From an optimization exercise on the open Yosys and OpenROAD flow, aimed at small area, a short achievable clock period and few clock cycles; shortcuts taken in it are not production practice. In this exercise RTL edits were held to simulation tests only and were not proved equivalent to the original.

==> trial 56 <==
// hwcnn_top
module hwcnn_top (
	input  logic                        clk,
	input  logic                        arst_n,
	input  logic                        apb_psel,
	input  logic                        apb_penable,
	input  logic                        apb_pwrite,
	input  logic [12-1:0]    apb_paddr,
	input  logic [32-1:0]    apb_pwdata,
	output logic                        apb_pready,
	output logic [32-1:0]    apb_prdata,
	output logic                        apb_pslverr,
	input  logic [32-1:0]    instruct,
	input  logic                        inst_empty,
	output logic                        inst_req,
	output logic                        busy
);
clock: 7.0 ns
lec_check: 0
abc_clock_period_in_ps: 2900
cap_margin: 20
core_margin: 2
core_utilization: 60
cts_cluster_diameter: 100
cts_cluster_size: 20
setup_slack_margin: 4.1
slew_margin: 20
run.sh (not shown) runs the stock make flow with config.mk's settings and CLKGATE_MAP_FILE= SYNTH_SCRIPT=/design/flow/synth_recipe.tcl, a recipe that flattens the netlist after the stock synthesis.
==> trial 15: changes against trial 56 <==
--- a/flow/design.v
+++ b/flow/design.v
@@ -108,16 +108,15 @@
 	input  logic                               clk,
 	input  logic                               arst_n,
 	input  logic [32-1:0]           instruct,
 	input  logic                               inst_empty,
 	output logic                               inst_req,
 	output logic [2:0][1:0]                    rd_lo,       
 	output logic [2:0][3:0][6-3:0] rd_hi,      
-	output logic                               col_valid,   
-	output logic                               col_valid1,  
+	output logic                               col_valid,
 	output logic [$clog2(4)-1:0]  ker_idx,
 	output logic [20+$clog2(20):0] pe_ctrl,   
 	output logic [5-1:0]           res_addr,
 	input  logic                               pe_busy,     
 	output logic                               busy
 );
 	hwcnn_pkg::inst_word_u               inst_w;
@@ -131,28 +130,27 @@
 	logic                                inst_v_d;
 	logic signed [20-1:0]      bias_rf [4];
 	logic [4-1:0]          bias_set;    
 	logic signed [20-1:0]      bias_rd;
 	logic [6-1:0]           ll;
 	logic [2:0][6-1:0]      row0;        
 	assign inst_w    = instruct;
-	assign free      = (rem <= 5'(2));
+	assign free      = (rem <= 5'(1));
 	assign take_bias = inst_v && (inst_w.bias.op == hwcnn_pkg::LOAD_BIAS);
 	assign take_conv = inst_v && (inst_w.conv.op == hwcnn_pkg::CONV) && free;
-	assign col_valid  = (rem != '0);
-	assign col_valid1 = (rem >= 5'(2));
+	assign col_valid = (rem != '0);
 	always_comb begin
 		if (take_conv)
 			rem_d = inst_w.conv.out_count;
-		else if (rem >= 5'(2))
-			rem_d = rem - 2'd2;
+		else if (rem != '0)
+			rem_d = rem - 1'b1;
 		else
-			rem_d = '0;
+			rem_d = rem;
 		inst_v_d = (inst_req && !inst_empty) || (inst_v && !(take_bias || take_conv));
-		free_d   = (rem_d <= 5'(2));
+		free_d   = (rem_d <= 5'(1));
 	end
 	always_ff @(posedge clk or negedge arst_n) begin
 		if (!arst_n) begin
 			inst_v   <= 1'b0;
 			inst_req <= 1'b0;
 			rem      <= '0;
 			busy     <= 1'b0;
@@ -188,20 +186,20 @@
 					rd_hi[r][k] <= 6'(row0[r] + 6'(k)) >> 2;
 			end
 			res_addr    <= inst_w.conv.res_start;
 			ker_idx     <= inst_w.conv.ker_idx;
 			pe_ctrl     <= {bias_rd, inst_w.conv.shift, inst_w.conv.relu};
 		end else begin
 			for (int r = 0; r < 3; r++) begin
-				rd_lo[r] <= rd_lo[r] + 2'd2;
+				rd_lo[r] <= rd_lo[r] + 1'b1;
 				for (int k = 0; k < 4; k++)
-					if (2'(rd_lo[r] + 2'(k)) >= 2'd2)
+					if (2'(rd_lo[r] + 2'(k)) == 2'd3)
 						rd_hi[r][k] <= rd_hi[r][k] + 1'b1;
 			end
-			res_addr <= res_addr + 2'd2;
+			res_addr <= res_addr + 1'b1;
 		end
 	end
 endmodule
 `timescale 1ns/1ps
 module kernel_buffer (
 	input  logic                                 clk,
 	input  logic                                 ker_wr_en,
@@ -225,15 +223,15 @@
 module feature_window (
 	input  logic                            clk,
 	input  logic                            feat_wr_en,
 	input  logic [6-1:0]       feat_wr_addr,
 	input  logic [8-1:0]        feat_wr_data,
 	input  logic [2:0][1:0]                 rd_lo,      
 	input  logic [2:0][3:0][6-3:0] rd_hi,  
-	output logic [2:0][3:0][8-1:0] window   
+	output logic [8:0][8-1:0]   window      
 );
 	localparam int BANK_D = (1 << 6) / 4;
 	logic [2:0][3:0][8-1:0] bank_rd;   
 	for (genvar b = 0; b < 4; b++) begin : g_bank
 		logic [8-1:0] fm [BANK_D];
 		always_ff @(posedge clk) begin
 			if (feat_wr_en && feat_wr_addr[1:0] == 2'(b))
@@ -241,121 +239,99 @@
 		end
 		for (genvar r = 0; r < 3; r++) begin : g_row
 			assign bank_rd[r][b] = fm[rd_hi[r][3-b]];
 		end
 	end
 	always_ff @(posedge clk) begin
 		for (int r = 0; r < 3; r++)
-			for (int c = 0; c < 4; c++)
-				window[r][c] <= bank_rd[r][2'(rd_lo[r] + 2'(c))];
+			for (int c = 0; c < 3; c++)
+				window[r*3 + c] <= bank_rd[r][2'(rd_lo[r] + 2'(c))];
 	end
 endmodule
 `timescale 1ns/1ps
 module conv_pe_core (
 	input  logic                            clk,
 	input  logic                            arst_n,
-	input  logic [2:0][3:0][8-1:0] window,   
+	input  logic [8:0][8-1:0]   window,   
 	input  logic [8:0][8-1:0]   kernel,
-	input  logic                            col_valid,    
-	input  logic                            col_valid1,   
+	input  logic                            col_valid,   
 	input  logic [20+$clog2(20):0] pe_ctrl,   
-	input  logic [5-1:0]        res_addr,     
-	output logic [1:0][16-1:0]    result,       
-	output logic [1:0][5-2:0]   result_idx,   
-	output logic [1:0]                      result_valid,
-	output logic                            pe_busy       
+	input  logic [5-1:0]        res_addr,    
+	output logic signed [16-1:0]  result,        
+	output logic [5-1:0]        result_addr,
+	output logic                            result_valid,
+	output logic                            pe_busy      
 );
 	localparam int MAC_LAT = 3;        
 	localparam int D       = MAC_LAT + 2;   
 	localparam int SUM_W   = 20 + 1;
 	localparam int RES_MAX = (1 << (16 - 1)) - 1;
 	localparam int RES_MIN = -(1 << (16 - 1));
 	hwcnn_pkg::pe_ctrl_t              ctrl0;
 	logic signed [20-1:0]   bias_s1;
 	logic [$clog2(20)-1:0]  shift_s [1:D];
 	logic                             relu_s [1:D];
-	logic [5-1:0]         addr_s [1:D-1];
-	logic [1:0]                       valid_s [1:D-1];   
-	logic [1:0][8:0][8-1:0] w_lane;          
-	logic [1:0][SUM_W-1:0]            acc;               
-	logic [1:0][SUM_W-1:0]            acc_c;             
-	logic [1:0][5-2:0]    idx_c;             
-	logic [1:0]                       valid_c;           
-	logic                             swap;              
-	logic [5-1:0]         addr1;
+	logic [5-1:0]         addr_s [1:D];
+	logic                             valid_s [1:D];
+	logic [SUM_W-1:0]                 acc;
+	logic signed [SUM_W-1:0]          acc_c;    
+	logic signed [SUM_W-1:0]          shifted;
+	logic signed [16-1:0]   res_d;
 	logic                             busy_d;
 	assign ctrl0 = hwcnn_pkg::pe_ctrl_t'(pe_ctrl);
 	always_ff @(posedge clk) begin
 		bias_s1    <= ctrl0.bias;
 		shift_s[1] <= ctrl0.shift;
 		relu_s[1]  <= ctrl0.relu;
 		addr_s[1]  <= res_addr;
 		for (int s = 2; s <= D; s++) begin
 			shift_s[s] <= shift_s[s-1];
 			relu_s[s]  <= relu_s[s-1];
+			addr_s[s]  <= addr_s[s-1];
 		end
-		for (int s = 2; s < D; s++)
-			addr_s[s] <= addr_s[s-1];
 	end
 	always_ff @(posedge clk or negedge arst_n) begin
 		if (!arst_n) begin
-			for (int s = 1; s < D; s++)
-				valid_s[s] <= '0;
-			valid_c <= '0;
+			for (int s = 1; s <= D; s++)
+				valid_s[s] <= 1'b0;
 		end else begin
-			valid_s[1] <= {col_valid1, col_valid};
-			for (int s = 2; s < D; s++)
+			valid_s[1] <= col_valid;
+			for (int s = 2; s <= D; s++)
 				valid_s[s] <= valid_s[s-1];
-			valid_c <= swap ? {valid_s[D-1][0], valid_s[D-1][1]} : valid_s[D-1];
 		end
 	end
 	always_comb begin
 		busy_d = col_valid;
 		for (int s = 1; s < D - 1; s++)
-			busy_d = busy_d || valid_s[s][0];
+			busy_d = busy_d || valid_s[s];
 	end
 	assign pe_busy = busy_d;
-	for (genvar j = 0; j < 2; j++) begin : g_lane
-		for (genvar r = 0; r < 3; r++) begin : g_row
-			for (genvar c = 0; c < 3; c++) begin : g_col
-				assign w_lane[j][r*3 + c] = window[r][c + j];
-			end
-		end
-		mac_tree tree (
-			.clk  (clk),
-			.w    (w_lane[j]),
-			.k    (kernel),
-			.bias (bias_s1),
-			.acc  (acc[j])
-		);
-	end
-	assign swap  = addr_s[D-1][0];
-	assign addr1 = addr_s[D-1] + 1'b1;
-	always_ff @(posedge clk) begin
-		for (int b = 0; b < 2; b++)
-			acc_c[b] <= $signed(acc[b ^ int'(swap)]) >>> {shift_s[D-1][4:3], 3'b000};
-		idx_c[0] <= swap ? addr1[5-1:1] : addr_s[D-1][5-1:1];
-		idx_c[1] <= addr_s[D-1][5-1:1];
-	end
-	for (genvar b = 0; b < 2; b++) begin : g_post
-		logic signed [SUM_W-1:0] shifted;
-		always_comb begin
-			shifted = $signed(acc_c[b]) >>> shift_s[D][2:0];
-			if (relu_s[D] && shifted < 0)
-				result[b] = '0;
-			else if (shifted > RES_MAX)
-				result[b] = 16'(RES_MAX);
-			else if (shifted < RES_MIN)
-				result[b] = 16'(RES_MIN);
-			else
-				result[b] = 16'(shifted);
-		end
+	mac_tree tree (
+		.clk  (clk),
+		.w    (window),
+		.k    (kernel),
+		.bias (bias_s1),
+		.acc  (acc)
+	);
+	always_comb begin
+		shifted = acc_c >>> shift_s[D][2:0];
+		if (relu_s[D] && shifted < 0)
+			res_d = '0;
+		else if (shifted > RES_MAX)
+			res_d = 16'(RES_MAX);
+		else if (shifted < RES_MIN)
+			res_d = 16'(RES_MIN);
+		else
+			res_d = 16'(shifted);
 	end
-	assign result_idx   = idx_c;
-	assign result_valid = valid_c;
+	always_ff @(posedge clk)
+		acc_c <= $signed(acc) >>> {shift_s[D-1][4:3], 3'b000};
+	assign result       = res_d;
+	assign result_addr  = addr_s[D];
+	assign result_valid = valid_s[D];
 endmodule
 module mac_tree (
 	input  logic               clk,
 	input  logic [71:0]        w,      
 	input  logic [71:0]        k,      
 	input  logic [19:0]        bias,   
 	output logic [20:0]        acc     
@@ -4375,30 +4351,26 @@
 		r1992 <= r1917;
 	end
 	assign acc = {1'b1, r1991, c2006, c2004, c2002, s2001, c2000, c1998, c1996, s1995, r1971, r1969, c1994, s1993, r1964, r1963, r1962, r1960, r1959, r1958, r1956} + {1'b0, r1992, r1990, s2005, s2003, r1985, r1982, s1999, s1997, r1975, r1972, r1970, r1968, r1967, 1'b0, 1'b0, 1'b0, r1961, 1'b0, 1'b0, r1957};
 endmodule
 `timescale 1ns/1ps
 module write2control (
 	input  logic                            clk,
-	input  logic [1:0][16-1:0]    result,         
-	input  logic [1:0][5-2:0]   result_idx,     
-	input  logic [1:0]                      result_valid,   
+	input  logic signed [16-1:0]  result,
+	input  logic [5-1:0]        result_addr,
+	input  logic                            result_valid,
 	input  logic [5-1:0]        res_rd_addr,
 	output logic [16-1:0]         res_rd_data
 );
-	logic [1:0][16-1:0] bank_rd;
-	for (genvar b = 0; b < 2; b++) begin : g_bank
-		logic [16-1:0] rm [1 << (5 - 1)];
-		always_ff @(posedge clk) begin
-			if (result_valid[b])
-				rm[result_idx[b]] <= result[b];
-		end
-		assign bank_rd[b] = rm[res_rd_addr[5-1:1]];
+	logic [16-1:0]   res_mem [0:(1<<5)-1];
+	always_ff @(posedge clk) begin
+		if (result_valid)
+			res_mem[result_addr] <= result;
 	end
-	assign res_rd_data = bank_rd[res_rd_addr[0]];
+	assign res_rd_data = res_mem[res_rd_addr];
 endmodule
 `timescale 1ns/1ps
 module hwcnn_top (
 	input  logic                        clk,
 	input  logic                        arst_n,
 	input  logic                        apb_psel,
 	input  logic                        apb_penable,
@@ -4430,24 +4402,23 @@
 	logic [$clog2(4*9)-1:0]     ker_wr_addr;
 	logic [8-1:0]                ker_wr_data;
 	logic [5-1:0]                res_rd_addr;
 	logic [16-1:0]                 res_rd_data;
 	logic [2:0][1:0]                         rd_lo;
 	logic [2:0][3:0][6-3:0]     rd_hi;
 	logic                                    col_valid;
-	logic                                    col_valid1;
 	logic [$clog2(4)-1:0]       ker_idx;
 	hwcnn_pkg::pe_ctrl_t                     pe_ctrl;
 	logic [5-1:0]                res_addr;
 	logic                                    pe_busy;
-	logic [2:0][3:0][8-1:0]      window;
+	hwcnn_pkg::window_t                      window;
 	hwcnn_pkg::kernel_t                      kernel;
-	logic [1:0][16-1:0]            result;
-	logic [1:0][5-2:0]           result_idx;
-	logic [1:0]                              result_valid;
+	logic signed [16-1:0]          result;
+	logic [5-1:0]                result_addr;
+	logic                                    result_valid;
 	apb_host_port hport (.*);
 	topcontrol tctrl (.*);
 	kernel_buffer kbuf (.*);
 	feature_window fwin (.*);
 	conv_pe_core pec (.*);
 	write2control w2c (.*);
 endmodule
==> results.txt <==
Trial 15 ran to the end with no violations. Trial 56 finished with timing, DRC and antenna clean. Core utilization: trial 15 is lower than trial 56 (0.25 points). In trial 56 the hold slack is better than in trial 15, by 0.0024 ns. Register-to-register slack: trial 15 is better than trial 56 (0.21 ns). Of trial 15 and trial 56, trial 56 has the higher global-route usage (gap 4.7 points). In trial 15 the non-clock buffer count is lower than in trial 56, by 160. Against trial 15, the synthesized cell count of trial 56 is larger by 32%. Between trial 56 and trial 15, the lower via count is in trial 15 (gap 32%, measured against trial 15).
==> figures <==
item	trial 15	trial 56
Outcome	complete, no violations	complete, no violations
H-Tree Depth	3	4
Iter 0 DRT Violations	5,998	9,113
Capturing point of the worst reg2reg path	fwin.g_bank[1].fm[13][6]	fwin.g_bank[0].fm[14][5]
First element of the critical path	hport.wr_addr_q[2]	hport.wr_addr_q[3]
Fraction of met1 tracks used by global routing	45.5%	48.4%
Worst Path Arrival	3.39 ns	3.63 ns
Async SR Flop Fraction	0.903%	0.992%
Slew at the pin closest to its max-slew limit	1.18 ns	1.13 ns
Source of the worst hold timing path	pec.addr_s[1][2]	pec.shift_s[1][1]
Number of clock-tree buffers in the layout	192	219
Final weighted congestion of routability-driven global placement	0.943	0.972
Clock network latency to the later pin of the worst-skew pair	0.81 ns	0.86 ns
Clock transition at path regs	0.09 ns	0.08 ns
Post-Place Setup Slack	2.62 ns	2.52 ns
Number of global-route vias before repair	54,300	73,100
TritonCTS Sinks	2,103	2,420
Met2 GRT Util	49.9%	54.4%
Die width	411 microns	462 microns
Synth Instances	6,273	8,268
M3 GR Usage	5.25%	11.2%
Testbench counts of trial 56, summed over its fixed seeds: cycles 18,575.
Testbench counts of trial 15, summed over its fixed seeds: cycles 24,014.

-- port drivers added, routing unchanged --
The results above use ideal ports. As a check the final layouts listed here were re-extracted and re-timed, cells and wires unchanged.
Step 1, drivers: a clkbuf_16 drives clk and a buf_2 each remaining input, both assumed.
Step 2 moves the port delays by t, midway between the first and last clock arrival at a register: inputs arrive t later, outputs are due t later. That takes back most of the time a late clock gives input paths.
Slacks: ideal / step 1 / step 2; pairs: ideal / step 1.
| run | t, ns | setup slack, ns | worst hold slack (ns) | worst data-port slew with drivers (ns) | pins driven straight from the clock port |
|---|---|---|---|---|---|
| trial 56 | 0.920 | 3.824 / 3.824 / 3.257 | 0.327 / 0.327 / 0.327 | 0.19 | 1 |
| trial 15 | 0.879 | 4.037 / 4.037 / 3.165 | 0.325 / 0.325 / 0.325 | 0.29 | 1 |
After both steps setup and hold are still met in every run listed. For trial 15, which loses most, drivers alone change the setup slack by 0.000 ns; drivers and shift together by -0.872 ns.
